This is an optimization exercise on Yosys and OpenROAD, whose aim is small area, not a production implementation.
The RTL was checked by simulation tests, not by an equivalence proof against the original design.

## flow/design.v (module list and top-level ports; edited modules follow where they fit)
// module conv3x3_window_mac: 3576 lines
module conv3x3_window_mac (
  input  logic        clk,
  input  logic        rst,
  input  logic        en,
  input  logic        clear,
  input  logic [7:0]  tap1,
  input  logic [7:0]  tap2,
  input  logic [7:0]  tap3,
  input  logic [7:0]  tap4,
  input  logic [7:0]  tap5,
  input  logic [7:0]  tap6,
  input  logic [7:0]  tap7,
  input  logic [7:0]  tap8,
  input  logic [7:0]  tap9,
  input  logic [71:0] weights,
  input  logic [15:0] bias,
  output logic [7:0]  out_data,
  output logic        out_valid,
  output logic [3:0]  out_row,
  output logic [3:0]  out_col,
  output logic        frame_done
);
  // ...
==> flow/flow/run.sh <==
#!/bin/bash
# Standard ORFS layout with two changes:
#  * after synthesis, flow/polopt.py re-chooses the polarity of each full adder and
#    two-input gate to drop the inverters that Yosys' adder extraction leaves between
#    adders (registers and their names are untouched);
#  * the port buffers are plain sky130_fd_sc_hd__buf_1 cells (see BUFFER_PORTS_ARGS).
set -euo pipefail
R=orfs/results/sky130hd/conv3x3_window_mac/base
bash standard.sh synth > synth.log 2>&1
cp $R/1_2_yosys.v $R/1_2_yosys.std.v
python3 flow/polopt.py $R/1_2_yosys.std.v $R/1_2_yosys.v > polopt.log 2>&1
rm -f $R/1_synth.odb $R/1_synth.sdc
bash standard.sh finish "BUFFER_PORTS_ARGS=${BUF_ARGS:--buffer_cell sky130_fd_sc_hd__buf_1}" > layout.log 2>&1
==> flow/flow/polopt.py <==
#!/usr/bin/env python3
"""Inverter cleanup for a mapped sky130hd netlist (Yosys write_verilog output).

Full adders are self-dual: FA(~a,~b,~c) = (~sum, ~carry).  Yosys' extract_fa picks
the polarity of each extracted adder on its own, which leaves inverters between
adders.  This pass chooses, for every full adder, every simple two-input gate
(AND/NAND, OR/NOR, XOR/XNOR) and every half adder (which may be split into an XOR/XNOR
and an AND/NAND/OR/NOR gate), whether it works on and/or produces complemented
signals, so as to minimise inverter and gate area, then rewrites the netlist.
Registers and ports are untouched.

usage: polopt.py IN.v OUT.v
"""
import re, sys, random, collections, math

src = open(sys.argv[1]).read()
PFX = 'sky130_fd_sc_hd__'
cell_re = re.compile(r'^(\s*)' + PFX + r'(\w+)\s+(\S+)\s*\((.*?)\);\s*$', re.S | re.M)
pin_re = re.compile(r'\.(\w+)\(\s*(.*?)\s*\)\s*(?:,|$)', re.S)

INV_A = 3.7536
AREA = {'and2_1': 6.256, 'nand2_1': 3.7536, 'or2_1': 6.256, 'nor2_1': 3.7536,
        'xor2_1': 8.7584, 'xnor2_1': 8.7584, 'ha_1': 12.512}
FLIP = {'and2_1': 'nand2_1', 'nand2_1': 'and2_1', 'or2_1': 'nor2_1', 'nor2_1': 'or2_1',
        'xor2_1': 'xnor2_1', 'xnor2_1': 'xor2_1'}
OUTPIN = {'and2_1': 'X', 'nand2_1': 'Y', 'or2_1': 'X', 'nor2_1': 'Y', 'xor2_1': 'X',
          'xnor2_1': 'Y'}
OUTS = {'X', 'Y', 'Q', 'Q_N', 'SUM', 'COUT', 'HI', 'LO'}

cells = []
for m in cell_re.finditer(src):
    pins = [[p, n.strip()] for p, n in pin_re.findall(m.group(4))]
    cells.append({'type': m.group(2), 'name': m.group(3), 'pins': pins,
                  'span': m.span(), 'indent': m.group(1)})

fixed_nets = set()
for m in re.finditer(r'^\s*(input|output|inout)\s+(\[(\d+):(\d+)\]\s*)?(\S+);', src, re.M):
    name = m.group(5)
    if m.group(2):
        hi, lo = int(m.group(3)), int(m.group(4))
        for i in range(min(hi, lo), max(hi, lo) + 1):
            fixed_nets.add('%s[%d]' % (name, i))
    fixed_nets.add(name)
for m in re.finditer(r'^\s*assign\s+(.*?);', src, re.M | re.S):
    for tok in re.findall(r'\\\S+|[A-Za-z_][\w$]*(?:\s*\[\d+\])?', m.group(1)):
        fixed_nets.add(tok.replace(' ', ''))
        fixed_nets.add(tok.split('[')[0])

def norm(n):
    return n.replace(' ', '')

def is_fixed(n):
    return n in fixed_nets or n.split('[')[0] in fixed_nets

driver = {}
consumers = collections.defaultdict(list)
for ci, c in enumerate(cells):
    for k, (p, n) in enumerate(c['pins']):
        if p in OUTS:
            driver[norm(n)] = (ci, p)
        else:
            consumers[norm(n)].append((ci, k))

def kind(c):
    t = c['type']
    if t.startswith('inv_') or t.startswith('clkinv_'):
        return 'inv'
    if t.startswith('fa_'):
        return 'fa'
    if t == 'ha_1':
        return 'ha'
    if t in FLIP:
        return 'gate'
    return 'fixed'

removable = set()
for ci, c in enumerate(cells):
    if kind(c) == 'inv' and not is_fixed(norm(dict(c['pins'])['Y'])):
        removable.add(ci)

root_cache = {}
def root(n):
    if n in root_cache:
        return root_cache[n]
    d = driver.get(n)
    if d is not None and d[0] in removable:
        r, par = root(norm(dict(cells[d[0]]['pins'])['A']))
        res = (r, par ^ 1)
    else:
        res = (n, 0)
    root_cache[n] = res
    return res

rcons = collections.defaultdict(list)   # root -> [(ci, pinidx, parity)]
for n, lst in consumers.items():
    r, par = root(n)
    for (ci, k) in lst:
        if ci not in removable:
            rcons[r].append((ci, k, par))

# ---- variables ----
# fa: one var (flip).  gate: one var (output flip).  ha: three vars (in, sum, carry).
val = []
cvars = {}      # ci -> list of var ids
for ci, c in enumerate(cells):
    k = kind(c)
    if k not in ('fa', 'gate', 'ha'):
        continue
    outs = [norm(n) for p, n in c['pins'] if p in OUTS]
    if any(is_fixed(o) for o in outs):
        continue
    n = 3 if k == 'ha' else 1
    cvars[ci] = list(range(len(val), len(val) + n))
    val += [0] * n
nvar = len(val)
cell_of_var = {}
for ci, vs in cvars.items():
    for v in vs:
        cell_of_var[v] = ci

def out_phase(ci, pin):
    vs = cvars.get(ci)
    if vs is None:
        return 0
    k = kind(cells[ci])
    if k == 'ha':
        return val[vs[1]] if pin == 'SUM' else val[vs[2]]
    return val[vs[0]]

def in_flip(ci):
    vs = cvars.get(ci)
    if vs is None:
        return 0
    k = kind(cells[ci])
    if k == 'fa':
        return val[vs[0]]
    if k == 'ha':
        return val[vs[0]]
    return 0

def phase(r):
    d = driver.get(r)
    if d is None:
        return 0
    return out_phase(d[0], d[1])

def need_inv(r):
    ph = phase(r)
    for (ci, k, par) in rcons[r]:
        if par ^ ph ^ in_flip(ci):
            return True
    return False

def cell_area(ci):
    vs = cvars.get(ci)
    c = cells[ci]
    k = kind(c)
    if vs is None:
        return AREA.get(c['type'], 0.0)
    if k == 'fa':
        return 0.0
    if k == 'gate':
        return AREA[FLIP[c['type']]] if val[vs[0]] else AREA[c['type']]
    pin, ps, pc = (val[x] for x in vs)
    if (pin, ps, pc) == (0, 0, 0):
        return AREA['ha_1']
    return AREA['xor2_1'] + (3.7536 if pin ^ pc else 6.256)

roots_of_cell = collections.defaultdict(set)
for r, lst in rcons.items():
    d = driver.get(r)
    if d is not None and d[0] in cvars:
        roots_of_cell[d[0]].add(r)
    for (ci, k, par) in lst:
        if ci in cvars and kind(cells[ci]) in ('fa', 'ha'):
            roots_of_cell[ci].add(r)

def group_cost(cs):
    rs = set()
    for ci in cs:
        rs |= roots_of_cell[ci]
    return sum(INV_A for r in rs if need_inv(r)) + sum(cell_area(ci) for ci in cs)

def total():
    return sum(INV_A for r in rcons if need_inv(r)) + sum(cell_area(ci) for ci in cvars)

# compound moves: an adder together with the flippable gates that feed only it
excl = {}
for ci in cvars:
    g = []
    if kind(cells[ci]) in ('fa', 'ha'):
        for p, n in cells[ci]['pins']:
            if p in OUTS:
                continue
            r, par = root(norm(n))
            d = driver.get(r)
            if d is not None and d[0] in cvars and kind(cells[d[0]]) == 'gate' \
                    and len(rcons[r]) == 1:
                g.append(d[0])
    excl[ci] = g

rng = random.Random(1)
start = total()
best, best_val = start, list(val)

def try_move(vs, T):
    cs = set(cell_of_var[v] for v in vs)
    before = group_cost(cs)
    for v in vs: val[v] ^= 1
    d = group_cost(cs) - before
    if d <= 1e-9 and (d < -1e-9 or T > 0) or (T > 0 and rng.random() < math.exp(-d / T)):
        return d
    for v in vs: val[v] ^= 1
    return None

def moves():
    v = rng.randrange(nvar)
    ci = cell_of_var[v]
    r = rng.random()
    if r < 0.4 or not excl[ci]:
        return [v]
    return [v] + [cvars[g][0] for g in excl[ci]]

def descend():
    improved = True
    while improved:
        improved = False
        for v in rng.sample(range(nvar), nvar):
            ci = cell_of_var[v]
            for mv in ([v], [v] + [cvars[g][0] for g in excl[ci]]):
                if try_move(mv, 0) is not None:
                    improved = True
                    break

# starting points: as synthesised, every adder flipped, and a topological vote in
# which each adder takes the polarity most of its adder-driven inputs already have
def topo_init():
    order, state = [], {}
    for c0 in cvars:
        if kind(cells[c0]) != 'fa' or state.get(c0):
            continue
        stack = [(c0, 0)]
        while stack:
            x, k = stack.pop()
            if k == 0:
                if state.get(x):
                    continue
                state[x] = 1
                stack.append((x, 1))
                for p, n in cells[x]['pins']:
                    if p in OUTS:
                        continue
                    d = driver.get(root(norm(n))[0])
                    if d is not None and d[0] in cvars and kind(cells[d[0]]) == 'fa' \
                            and not state.get(d[0]):
                        stack.append((d[0], 0))
            elif state[x] == 1:
                state[x] = 2
                order.append(x)
    for v in range(nvar):
        val[v] = 0
    for ci in order:
        votes = [0, 0]
        for p, n in cells[ci]['pins']:
            if p in OUTS:
                continue
            r, par = root(norm(n))
            d = driver.get(r)
            if d is None:
                continue
            if d[0] in cvars and kind(cells[d[0]]) == 'fa':
                votes[par ^ out_phase(d[0], d[1])] += 1
            elif d[0] not in cvars:
                votes[par] += 1
        val[cvars[ci][0]] = 1 if votes[1] > votes[0] else 0

for init in range(3):
    for v in range(nvar):
        val[v] = 0
    if init == 1:
        for ci, vs in cvars.items():
            if kind(cells[ci]) == 'fa':
                val[vs[0]] = 1
    if init == 2:
        topo_init()
    descend()
    t = total()
    if t < best - 1e-9:
        best, best_val = t, list(val)

for it in range(3):
    val[:] = best_val
    cur = total()
    T0, T1, steps = 4.0, 0.05, 80 * nvar
    for i in range(steps):
        T = T0 * (T1 / T0) ** (i / steps)
        d = try_move(moves(), T)
        if d is not None:
            cur += d
            if cur < best - 1e-9:
                best, best_val = cur, list(val)
    val[:] = best_val
    descend()
    t = total()
    if t < best - 1e-9:
        best, best_val = t, list(val)
val[:] = best_val
best = total()
sys.stderr.write('polopt: %d vars, cost %.1f -> %.1f (removable inverters %d)\n'
                 % (nvar, start, best, len(removable)))

# ---- rewrite ----
newinv = {}
extra = []
def inv_net(r):
    if r not in newinv:
        nn = '_polinv_%d_' % (len(newinv) + 1)
        newinv[r] = nn
        extra.append((nn, r))
    return newinv[r]

for r, lst in rcons.items():
    ph = phase(r)
    for (ci, k, par) in lst:
        cells[ci]['pins'][k][1] = inv_net(r) if (par ^ ph ^ in_flip(ci)) else r

def fmt_net(n):
    return n + ' ' if n.startswith('\\') else n

def fmt_cell(indent, typ, name, pins):
    body = ',\n'.join('%s  .%s(%s)' % (indent, p, fmt_net(n)) for p, n in pins)
    return '%s%s%s %s (\n%s\n%s);' % (indent, PFX, typ, name, body, indent)

text = {}
for ci, vs in cvars.items():
    c = cells[ci]
    k = kind(c)
    if k == 'gate' and val[vs[0]]:
        t = c['type']; nt = FLIP[t]
        c['pins'] = [[OUTPIN[nt] if p == OUTPIN[t] else p, n] for p, n in c['pins']]
        c['type'] = nt
    if k == 'ha':
        pin, ps, pc = (val[x] for x in vs)
        if (pin, ps, pc) != (0, 0, 0):
            P = dict(c['pins'])
            a, b = P['A'], P['B']
            parts = []
            if 'SUM' in P and P['SUM']:
                st = 'xnor2_1' if ps else 'xor2_1'
                parts.append(fmt_cell(c['indent'], st, c['name'] + '_s',
                                      [['A', a], ['B', b], [OUTPIN[st], P['SUM']]]))
            if 'COUT' in P and P['COUT']:
                ct = {(0, 0): 'and2_1', (0, 1): 'nand2_1', (1, 0): 'nor2_1',
                      (1, 1): 'or2_1'}[(pin, pc)]
                parts.append(fmt_cell(c['indent'], ct, c['name'] + '_c',
                                      [['A', a], ['B', b], [OUTPIN[ct], P['COUT']]]))
            text[ci] = '\n'.join(parts)

out = []
pos = 0
for ci, c in enumerate(cells):
    a, b = c['span']
    out.append(src[pos:a])
    if ci not in removable:
        out.append(text.get(ci, fmt_cell(c['indent'], c['type'], c['name'], c['pins'])) + '\n')
    pos = b
tail = src[pos:]
decl = ''.join('  wire %s;\n' % nn for nn, r in extra)
decl += ''.join('  %sinv_1 %s_c (\n    .A(%s),\n    .Y(%s)\n  );\n' % (PFX, nn, fmt_net(r), nn)
                for nn, r in extra)
i = tail.rfind('endmodule')
out.append(tail[:i] + decl + tail[i:])
open(sys.argv[2], 'w').write(''.join(out))
==> flow/standard.sh <==
#!/bin/bash
# synth_recipe.tcl (not shown) runs the flow's synth.tcl, then flattens the netlist and writes it again
# the make line also repeats each setting of config.mk as NAME=value (left out here)
make -C /OpenROAD-flow-scripts/flow DESIGN_CONFIG=/design/flow/config.mk WORK_HOME=/design/flow/orfs CLKGATE_MAP_FILE= SYNTH_SCRIPT=/design/flow/synth_recipe.tcl "${@:-finish}"
==> flow/config.mk <==
export PLATFORM = sky130hd
export DESIGN_NAME = conv3x3_window_mac
export DESIGN_NICKNAME = conv3x3_window_mac
export VERILOG_FILES = /design/flow/design.v
export SDC_FILE = /design/flow/constraint.sdc
export NUM_CORES = 4
export LEC_CHECK = 0
export CAP_MARGIN = 20
export CORE_MARGIN = 2
export CORE_UTILIZATION = 40
export CTS_BUF_LIST = sky130_fd_sc_hd__clkbuf_8
export GPL_TIMING_DRIVEN = 0
export SLEW_MARGIN = 20
==> flow/constraint.sdc <==
create_clock -name core_clock -period 6.5 [get_ports {clk}]
set_input_delay 1.3000 -clock core_clock [delete_from_list [all_inputs] [get_ports {clk}]]
set_output_delay 1.3000 -clock core_clock [all_outputs]
set_load 0.01 [all_outputs]
==> run notes, run 1 <==
Clock network
Post-CTS timing repair inserted 0 buffers for setup. The TritonCTS clock tree is built. The H-tree generated during clock tree synthesis spans 2 levels. The worst-skew pair later-pin latency is 330 ps. The count of hold-fix buffers inserted at cts is 0.

Final layout
The register containing the most flip-flops in the final layout is x1_q. The library cells used most frequently in the layout, excluding fill and tap cells, are sky130_fd_sc_hd__fa_1 (568), sky130_fd_sc_hd__nand2_1 (518), sky130_fd_sc_hd__buf_1 (182), sky130_fd_sc_hd__and2_1 (73), sky130_fd_sc_hd__dfxtp_1 (42). Cells with a size suffix above 1 make up 1.15% of the layout.

In the finished design the tool counted flip-flops and latches totalling 54. The clock buffer count is 5. The number of antenna diodes in the final layout is 1.

Timing
Measured against its own limit, the worst slew margin works out to 45.6%. The slew at the pin closest to its max-slew limit is 816 ps. The count of endpoints failing hold in the final timing report was 0.

Place
Before CTS, the worst setup slack after placement is -16.8 ps. Summed over all nets, the half-perimeter wirelength after detailed placement is 48.1 mm.

Global route
The initial antenna violation count is 0. The remaining global-route overflow is 0. Entering global routing, the biggest net connects 20 pins. For this run, global-route usage on met3 was measured as 4.96%. For met2 alone, demand over resource in global routing was 42.9%.

Critical path
In this run the critical register-to-register path is captured at y_q[4]$_SDFF_PP0_. The critical path starts at weights[2]. The element type at the critical path start is an input pin. The critical path runs through a total of 12 cells. The maximum cell stage delay along the critical path is 600 ps. Setup slack on the worst reg-to-reg path comes out at 950 ps.

Detailed routing
Detailed routing inserted a total of 11600 vias. The initial detailed-routing violation count is approximately 1200. After detailed routing, the wire length on met1 is between 15 and 20 mm.

Run status
The run finished with no timing, DRC or antenna violations.

Synthesis
Dividing the synthesized area by the synthesized cell count gives 11.6 um2. The cell area that synthesis handed to floorplanning was 16000 um2.

Job
Max-cap violations in this run came to 0.
==> run 2, diff against run 1 <==
--- a/flow/design.v
+++ b/flow/design.v
@@ -25,55 +25,47 @@
   assign tap[1] = tap2;
   assign tap[2] = tap3;
   assign tap[3] = tap4;
   assign tap[4] = tap5;
   assign tap[5] = tap6;
   assign tap[6] = tap7;
   assign tap[7] = tap8;
   assign tap[8] = tap9;
-  logic [3:0] row_q, col_q;
+  logic [3:0] row_q, col_q;    
   logic [3:0] hist_q;
-  logic       last_col, last_row;
-  assign last_col = (col_q == 4'd13);
-  assign last_row = (row_q == 4'd13);
+  logic       adv, last_col, last_row;
+  assign adv      = hist_q[3];
+  assign last_col = (col_q == 4'd11);
+  assign last_row = (row_q == 4'd11);
   always_ff @(posedge clk or posedge rst) begin
     if (rst) begin
-      row_q  <= '0;
-      col_q  <= '0;
+      row_q  <= 4'd14;
+      col_q  <= 4'd14;
       hist_q <= '0;
     end else if (clear) begin
-      row_q  <= '0;
-      col_q  <= '0;
+      row_q  <= 4'd14;
+      col_q  <= 4'd14;
       hist_q <= '0;
     end else begin
       hist_q <= {hist_q[2:0], en};
-      if (en) begin
+      if (adv) begin
         if (last_col) begin
-          col_q <= '0;
-          row_q <= last_row ? 4'd0 : row_q + 4'd1;
+          col_q <= 4'd14;
+          row_q <= last_row ? 4'd14 : row_q + 4'd1;
         end else begin
           col_q <= col_q + 4'd1;
         end
       end
     end
   end
-  logic [2:0] back;       
-  logic       borrow;
-  logic [3:0] col_e, row_e;
-  always_comb begin
-    back   = 3'd1 + {2'd0, hist_q[0]} + {2'd0, hist_q[1]} + {2'd0, hist_q[2]};
-    borrow = (col_q < {1'b0, back});
-    col_e  = borrow ? col_q + 4'd14 - {1'b0, back} : col_q - {1'b0, back};
-    row_e  = borrow ? ((row_q == 4'd0) ? 4'd13 : row_q - 4'd1) : row_q;
-  end
-  assign out_valid  = hist_q[3] && (row_e >= 4'd2) && (col_e >= 4'd2);
-  assign frame_done = hist_q[3] && (row_e == 4'd13) && (col_e == 4'd13);
-  assign out_row    = row_e - 4'd2;
-  assign out_col    = col_e - 4'd2;
+  assign out_valid  = hist_q[3] && !(row_q[3] && row_q[2]) && !(col_q[3] && col_q[2]);
+  assign frame_done = hist_q[3] && last_row && last_col;
+  assign out_row    = row_q;
+  assign out_col    = col_q;
   logic pp0_0_0;
   logic pp0_0_1;
   logic pp0_0_2;
   logic pp0_0_3;
   logic pp0_0_4;
   logic pp0_0_5;
   logic pp0_0_6;
   logic pp0_0_7;
==> run notes, run 2 <==
Critical path
The path length in cells of the critical path was 11 (was 12). The buffers plus inverters on the worst setup path is 1 (unchanged). The cell repeated most along the worst path is sky130_fd_sc_hd__fa_1 (unchanged). Critical path, cell by cell: buf_1, nand2_1, fa_1, fa_1, fa_1, fa_1, fa_1, fa_1, fa_1, fa_1, fa_1 (was buf_1, nand2_1, fa_1, fa_1, fa_1, fa_1, fa_1, fa_1, fa_1, fa_1, fa_1, fa_1).

The data arrival at the endpoint of the critical path is 6470 ps (was 6440 ps). The maximum cell stage delay along the critical path is 680 ps (was 600 ps). The number of cells on the worst reg-to-reg path is 15 (unchanged).

The element type at the critical path start is an input pin (unchanged). The kind of cell adding the most delay to the critical path is adder cells (unchanged). The library cell contributing the largest single delay on the critical path is sky130_fd_sc_hd__fa_1 (was sky130_fd_sc_hd__buf_1). The kind of capture point of the worst setup path is a flip-flop (unchanged). The critical path data required time was 6690 ps (was 6720 ps). The maximum net fanout on the critical path came to 8 (unchanged). The worst setup path category was input pin to flip-flop (unchanged).

Timing
RSZ-0062 raised after global routing: no (unchanged). The number of endpoints failing setup at the final stage is 0 (unchanged). The smallest hold slack is 333 ps (was 337 ps).

The part of the cycle the worst path needs is 96.5% (was 95.8%). The slew at the pin closest to its max-slew limit is 727 ps (was 816 ps). The final worst clock skew was 15.6 ps (was 15.0 ps).

The count of endpoints failing hold in the final timing report is 0 (unchanged). The number of max-slew violations in the final report was 0 (unchanged). The clock period minus worst slack is 6270 ps (was 6230 ps). The relative slew slack is 51.5% (was 45.6%). The maximum clock frequency came to 159 MHz (was 161 MHz).

Detailed routing
The routed wire length is 51.4 mm (was 53.2 mm). The post-detailed-route count of antenna-violating nets is 0 (unchanged). The residual DRC count is 0 (unchanged).

The number of vias per cell was 5.52 (was 5.54). The number of vias after detailed routing is 11100 (was 11600). The average wire length per cell after detail routing was 25.6 um (was 25.4 um).

The initial detailed-routing violation count is 1030 (was 1187). The total iterations of the first detailed-routing run is 5 (was 6).

Global route
The initial antenna violation count is 0 (unchanged). The wire length of the first global-routing pass is 78.9 mm (was 80.6 mm). The via count of the first global-routing pass is 12700 (was 13100).

The remaining global-route overflow is 0 (unchanged). The maximum number of pins on one net before global-route repair was 18 (was 20). The overall track demand over capacity in global routing was 26.9% (was 27.0%).

Clock network
The clock slew at the register clock pins of the worst setup and hold paths is 90 ps (was 110 ps). The number of H-tree levels is 2 (unchanged). The clock buffer count from CTS is 5 (unchanged). The clock sink total is 54 (unchanged).

The root buffer cell was sky130_fd_sc_hd__clkbuf_8 (unchanged). The count of hold-fix buffers inserted at cts is 0 (unchanged). The TritonCTS clock tree was built (unchanged). The clock tree buffer depth is 2 (unchanged).

The worst-skew pair later-pin latency was 320 ps (was 330 ps).

Floorplanning
The number of top-level pins is 182 (unchanged). The initial cell density of the core was 40.3% (was 40.4%). The placeable core region came to 38400 um2 (was 39500 um2). The number of placement rows is 72 (was 73). The die width is 201 um (was 204 um). The die outline area is 40300 um2 (was 41600 um2).

The height of the chip was 201 um (was 204 um).

Final layout
The register containing the most flip-flops in the final layout was x1_q (unchanged). The final-layout fill cell count is 3754 (was 3736). Most used cells in the layout excluding fill and tap cells: sky130_fd_sc_hd__fa_1 (565), sky130_fd_sc_hd__nand2_1 (513), sky130_fd_sc_hd__buf_1 (181), sky130_fd_sc_hd__and2_1 (76), sky130_fd_sc_hd__dfxtp_1 (42) (was sky130_fd_sc_hd__fa_1 (568), sky130_fd_sc_hd__nand2_1 (518), sky130_fd_sc_hd__buf_1 (182), sky130_fd_sc_hd__and2_1 (73), sky130_fd_sc_hd__dfxtp_1 (42)).

The diode insertion count for antenna repair came to 0 (was 1). The number of nets in the finished design is 2225 (was 2309). The final design utilization was 44.1% (about the same).

The most common cell after layout, fill and taps aside is sky130_fd_sc_hd__fa_1 (unchanged). Largest regs: x1_q: 26 flops, out_q: 8 flops, y_q: 8 flops (unchanged). The proportion of layout cells with a drive suffix above 1 is 1.34% (was 1.15%).

The layout overhead on the synthesized area was 9.31% (was 8.99%). The flip-flop count of the largest register, all copies and words added is 26 (unchanged).

Synthesis
The net count after synthesis came to 2037 (was 2121). The area of the mapped netlist is 15500 um2 (was 16000 um2). The gate count after technology mapping was 1302 (was 1378). The count of yosys warnings during synthesis is 2 (unchanged). The synthesized area divided by synthesized cell count came to 11.9 um2 (was 11.6 um2).

Place
The final weighted congestion of routability-driven global placement is 0.946 (was 0.983). The count of buffers from port buffering is 181 (unchanged). The half-perimeter wire length of the detailed placement result came to 47.2 mm (was 48.1 mm).

Run status
Result of the run: finished clean (unchanged).

Worst hold path
The type of the most critical hold path is flip-flop to flip-flop (unchanged). The number of cells on the worst hold path is 0 (unchanged).

Job
The reported max-cap violation count is 0 (unchanged).
[run 2: final timing paths]
check,from,endpoint,slack (ps)
worst min register to register,y_q[5]$_SDFF_PP0_,out_q[5]$_DFF_P_,330
min in group asynchronous,rst,hist_q[1]$_DFF_PP0_,950
worst max-delay path,tap6[4],x1_q[15]$_DFF_P_,230
max in group asynchronous,rst,col_q[3]$_DFFE_PP1P_,5210
worst max register to register,x1_q[0]$_DFF_P_,y_q[7]$_SDFF_PP0_,1060
worst min-delay path,y_q[5]$_SDFF_PP0_,out_q[5]$_DFF_P_,330
[run 2: stage by stage]
stage	area (um2)	std cells	setup WS, ps	TNS [ps]
detailed placement	16800	2001	-96.3	-188
CTS	16900	2009	266	0
floorplan	15500	1302	739	0
global route	16900	2009	6.94	0
global placement	16800	2001	-75.2	-113
finish	16900	2009	227	0
[run 2: worst register-to-register path, delay by kind of cell, from the launching register on]
family	cells	cell delay (ps)
buffers and inverters	1	380
flip-flops	1	320
AND/OR/NAND/NOR	1	180
AO/OA/AOI/OAI	1	170
adder cells (fa/ha/maj)	12	4260
[run 2: per-layer routing]
metal  track usage, %  up-vias  share of wire [%]
met5                0        -                  0
met4             10.8        0                4.9
met3             4.48      120                9.6
met2             43.0      737                 48
met1             37.2     5917                 38
li1                 -     4316                  -
[run 2: final cells by class]
cell class,instances,area (um2),share of cell area (%)
Multi-Input combinational cell,1221,14200,84.0
Sequential cell,54,1150,6.79
Timing Repair Buffer,181,681,4.02
Tap cell,518,648,3.83
Inverter,22,82.6,0.488
Clock buffer,5,68.8,0.407
Clock inverter,3,42.5,0.252
Buffer,5,35.0,0.207
[run 2: timing repair]
action | 4_1_cts | 5_1_grt
buffers inserted | 0 | 0
setup endpoints to repair | 0 | 1
gates resized for setup | 0 | 1
==> run 3, diff against run 2 <==
--- a/flow/flow/run.sh
+++ b/flow/flow/run.sh
@@ -5,3 +5,4 @@
 #    adders (registers and their names are untouched);
-#  * the port buffers are plain sky130_fd_sc_hd__buf_1 cells (see BUFFER_PORTS_ARGS).
+#  * the port buffers are plain sky130_fd_sc_hd__buf_1 cells (see BUFFER_PORTS_ARGS);
+#  * clock tree synthesis inserts no dummy loads.
 set -euo pipefail
@@ -12,2 +13,4 @@
 rm -f $R/1_synth.odb $R/1_synth.sdc
-bash standard.sh finish "BUFFER_PORTS_ARGS=${BUF_ARGS:--buffer_cell sky130_fd_sc_hd__buf_1}" > layout.log 2>&1
+bash standard.sh finish "BUFFER_PORTS_ARGS=-buffer_cell sky130_fd_sc_hd__buf_1" \
+  "CTS_ARGS=-sink_clustering_enable -repair_clock_nets -dont_use_dummy_load -buf_list sky130_fd_sc_hd__clkbuf_8" \
+  > layout.log 2>&1
==> run notes, run 3 <==
Critical path
The element type at the critical path start is an input pin (unchanged). The maximum net fanout on the critical path is 8 (unchanged). The kind of capture point of the worst setup path is a flip-flop (unchanged). The termination of the worst setup path is x1_q[0]$_DFF_P_ (was x1_q[15]$_DFF_P_).

The source of the critical timing path is tap2[2] (was tap6[4]). The endpoint of the most critical register-to-register path is y_q[7]$_SDFF_PP0_ (unchanged). The critical path data required time is 6710 ps (was 6690 ps). The register-to-register path setup slack is 1040 ps (was 1060 ps). The worst setup path category is input pin to flip-flop (unchanged). The data arrival at the endpoint of the critical path came to 6510 ps (was 6470 ps). The number of cells on the worst reg-to-reg path is 15 (unchanged). The beginning of the worst register-to-register path is x1_q[0]$_DFF_P_ (unchanged).

Synthesis
The net count after synthesis is 2037 (unchanged). The synthesized area divided by synthesized cell count came to 11.9 um2 (unchanged). The area of the mapped netlist came to 15500 um2 (unchanged). The gate count after technology mapping came to 1302 (unchanged). The count of yosys warnings during synthesis was 2 (unchanged).

Place
The final weighted congestion of routability-driven global placement came to 0.946 (unchanged). The count of buffers from port buffering came to 181 (unchanged). The half-perimeter wire length of the detailed placement result is 47.2 mm (unchanged). The area of placed instances is 16800 um2 (unchanged).

Final layout
The proportion of layout cells with a drive suffix above 1 is 1.21% (was 1.34%). The layout overhead on the synthesized area is 9.03% (was 9.31%). The final design utilization is 44.0% (was 44.1%). The most common cell after layout, fill and taps aside is sky130_fd_sc_hd__fa_1 (unchanged).

The flip-flop count of the largest register, all copies and words added came to 26 (unchanged). Largest regs: x1_q: 26 flops, out_q: 8 flops, y_q: 8 flops (unchanged). Most used cells in the layout excluding fill and tap cells: sky130_fd_sc_hd__fa_1 (565), sky130_fd_sc_hd__nand2_1 (513), sky130_fd_sc_hd__buf_1 (181), sky130_fd_sc_hd__and2_1 (76), sky130_fd_sc_hd__dfxtp_1 (42) (unchanged).

The register containing the most flip-flops in the final layout is x1_q (unchanged). The number of nets in the finished design was 2225 (unchanged). The final-layout fill cell count was 3756 (was 3754). The diode insertion count for antenna repair is 0 (unchanged).

The area of all placed cells without fillers is 16900 um2 (about the same).

Detailed routing
The initial detailed-routing violation count is 1079 (was 1030). The number of vias after detailed routing is 11100 (about the same). The total iterations of the first detailed-routing run is 5 (unchanged).

The average wire length per cell after detail routing is 25.6 um (about the same). The number of vias per cell is 5.52 (about the same). The post-detailed-route count of antenna-violating nets is 0 (unchanged). The residual DRC count was 0 (unchanged). The routed wire length is 51.4 mm (about the same).

Floorplanning
The number of placement rows was 72 (unchanged). The initial cell density of the core is 40.3% (unchanged). The die width is 201 um (unchanged). The number of top-level pins is 182 (unchanged).

The height of the chip is 201 um (unchanged). The die outline area is 40300 um2 (unchanged). The placeable core region is 38400 um2 (unchanged).

Run status
Result of the run: finished clean (unchanged).

Timing
The number of max-slew violations in the final report is 0 (unchanged). The maximum clock frequency is 159 MHz (about the same). The part of the cycle the worst path needs is 96.9% (was 96.5%). The relative slew slack was 53.1% (was 51.5%).

The number of endpoints failing setup at the final stage is 0 (unchanged). The final sum of negative setup slack is 0 ps (unchanged). The slew at the pin closest to its max-slew limit came to 704 ps (was 727 ps). The count of endpoints failing hold in the final timing report is 0 (unchanged). The clock period minus worst slack is 6300 ps (was 6270 ps). The final worst clock skew is 25.3 ps (was 15.6 ps). RSZ-0062 raised after global routing: no (unchanged).

Clock network
The clock sink total is 54 (unchanged). The buffer count from post-CTS setup fixing came to 0 (unchanged). The number of H-tree levels is 2 (unchanged).

The clock buffer count from CTS came to 5 (unchanged). The clock slew at the register clock pins of the worst setup and hold paths is 100 ps (was 90 ps). The TritonCTS clock tree was built (unchanged).

The root buffer cell was sky130_fd_sc_hd__clkbuf_8 (unchanged). The clock tree buffer depth is 2 (unchanged). The worst-skew pair later-pin latency is 320 ps (about the same).

Worst hold path
The type of the most critical hold path is flip-flop to flip-flop (unchanged). The origin of the worst min-delay path was y_q[5]$_SDFF_PP0_ (unchanged).

Global route
The overall track demand over capacity in global routing is 27.0% (was 26.9%). The via count of the first global-routing pass is 12700 (about the same). The wire length of the first global-routing pass is 78.9 mm (about the same). The initial antenna violation count is 0 (unchanged). The remaining global-route overflow is 0 (unchanged).

The maximum number of pins on one net before global-route repair is 17 (was 18).

Job
The reported max-cap violation count is 0 (unchanged).
## run 3: area by class of cell
type / instances / area (um2) / share of cell area [%]
multi-input cells: 1221 / 14200 / 84.2
repair buffers: 181 / 681 / 4.03
flip-flops and latches: 54 / 1150 / 6.81
clock buffers: 5 / 68.8 / 0.408
plain buffers: 5 / 35.0 / 0.208
well taps: 518 / 648 / 3.84
inverters: 22 / 82.6 / 0.490
## run 3: worst min path at each step
stage | end | slack [ps] | cells past startpoint
floorplan | out_q[0]$_DFF_P_ | 310 | 0
global placement | out_q[3]$_DFF_P_ | 310 | 0
detailed placement | out_q[5]$_DFF_P_ | 310 | 0
CTS | out_q[5]$_DFF_P_ | 340 | 0
global route | out_q[6]$_DFF_P_ | 340 | 0
finish | out_q[5]$_DFF_P_ | 330 | 0
## run 3: what timing repair did
action / 4_1_cts / 5_1_grt
endpoints found under the hold margin: 0 / 0
hold buffers: 0 / 0
endpoints found under the setup margin: 0 / 1
resized for setup: 0 / 1
## run 3: stage by stage
| step | hold slack (ps) | setup WS (ps) | instances |
|---|---|---|---|
| 4_1_cts | 335 | 260 | 2006 |
| 6_report | 330 | 202 | 2006 |
| 5_1_grt | 345 | 9.26 | 2006 |
| 2_1_floorplan | 310 | 739 | 1302 |
| 3_5_place_dp | 313 | -96.3 | 2001 |
| 3_3_place_gp | 315 | -75.2 | 2001 |
## run 3: routing by layer
metal	part of all wire (%)	track usage, %	up-vias
met5	0	0	-
met4	4.9	10.8	0
met3	9.5	4.48	115
met2	48	43.0	721
met1	38	37.2	5924
li1	-	-	4313
## run 3: worst max-delay path, stage by stage
cell                       delay [ps]
sky130_fd_sc_hd__buf_1            450
sky130_fd_sc_hd__nand2_1          200
sky130_fd_sc_hd__fa_1             500
sky130_fd_sc_hd__fa_1             500
sky130_fd_sc_hd__fa_1             560
sky130_fd_sc_hd__fa_1             430
sky130_fd_sc_hd__fa_1             390
sky130_fd_sc_hd__fa_1             510
sky130_fd_sc_hd__fa_1             430
sky130_fd_sc_hd__fa_1             520
sky130_fd_sc_hd__nor2_1            70
sky130_fd_sc_hd__a221oi_1         220
sky130_fd_sc_hd__o21ai_0          130
sky130_fd_sc_hd__o22ai_1          300

static timing again, ports no longer ideal:
The results above use ideal ports. As a check the final layouts listed here were re-extracted and re-timed, cells and wires unchanged. Step 1, drivers: a clkbuf_16 drives clk and a buf_2 each remaining input, both assumed. Step 2 adds t to the input delays and takes it off the output delays; t is the mean of the earliest and latest rising clock arrival at the registers after step 1. Input paths then give back, and output paths get back, about the clock's delay inside the block. Slacks: ideal ports / drivers / drivers and shift; pairs: ideal ports / drivers.
| run | t (ns) | slack for setup (ns) | worst setup path after step 2 | slew at the worst register clock pin (ns) | worst slew at a driven data input, ns |
|---|---|---|---|---|---|
| run 1 | 0.354 | 0.272 / 0.273 / -0.082 | input to register | 0.11 / 0.11 | 0.06 |
| run 2 | 0.342 | 0.227 / 0.233 / -0.109 | input to register | 0.10 / 0.10 | 0.07 |
| run 3 | 0.337 | 0.202 / 0.210 / -0.127 | input to register | 0.10 / 0.10 | 0.07 |
With both steps, setup timing fails in every run listed, where it was met with ideal ports. The setup slack of run 1, which loses most, moves by +0.001 ns with the drivers and by -0.354 ns with both steps.
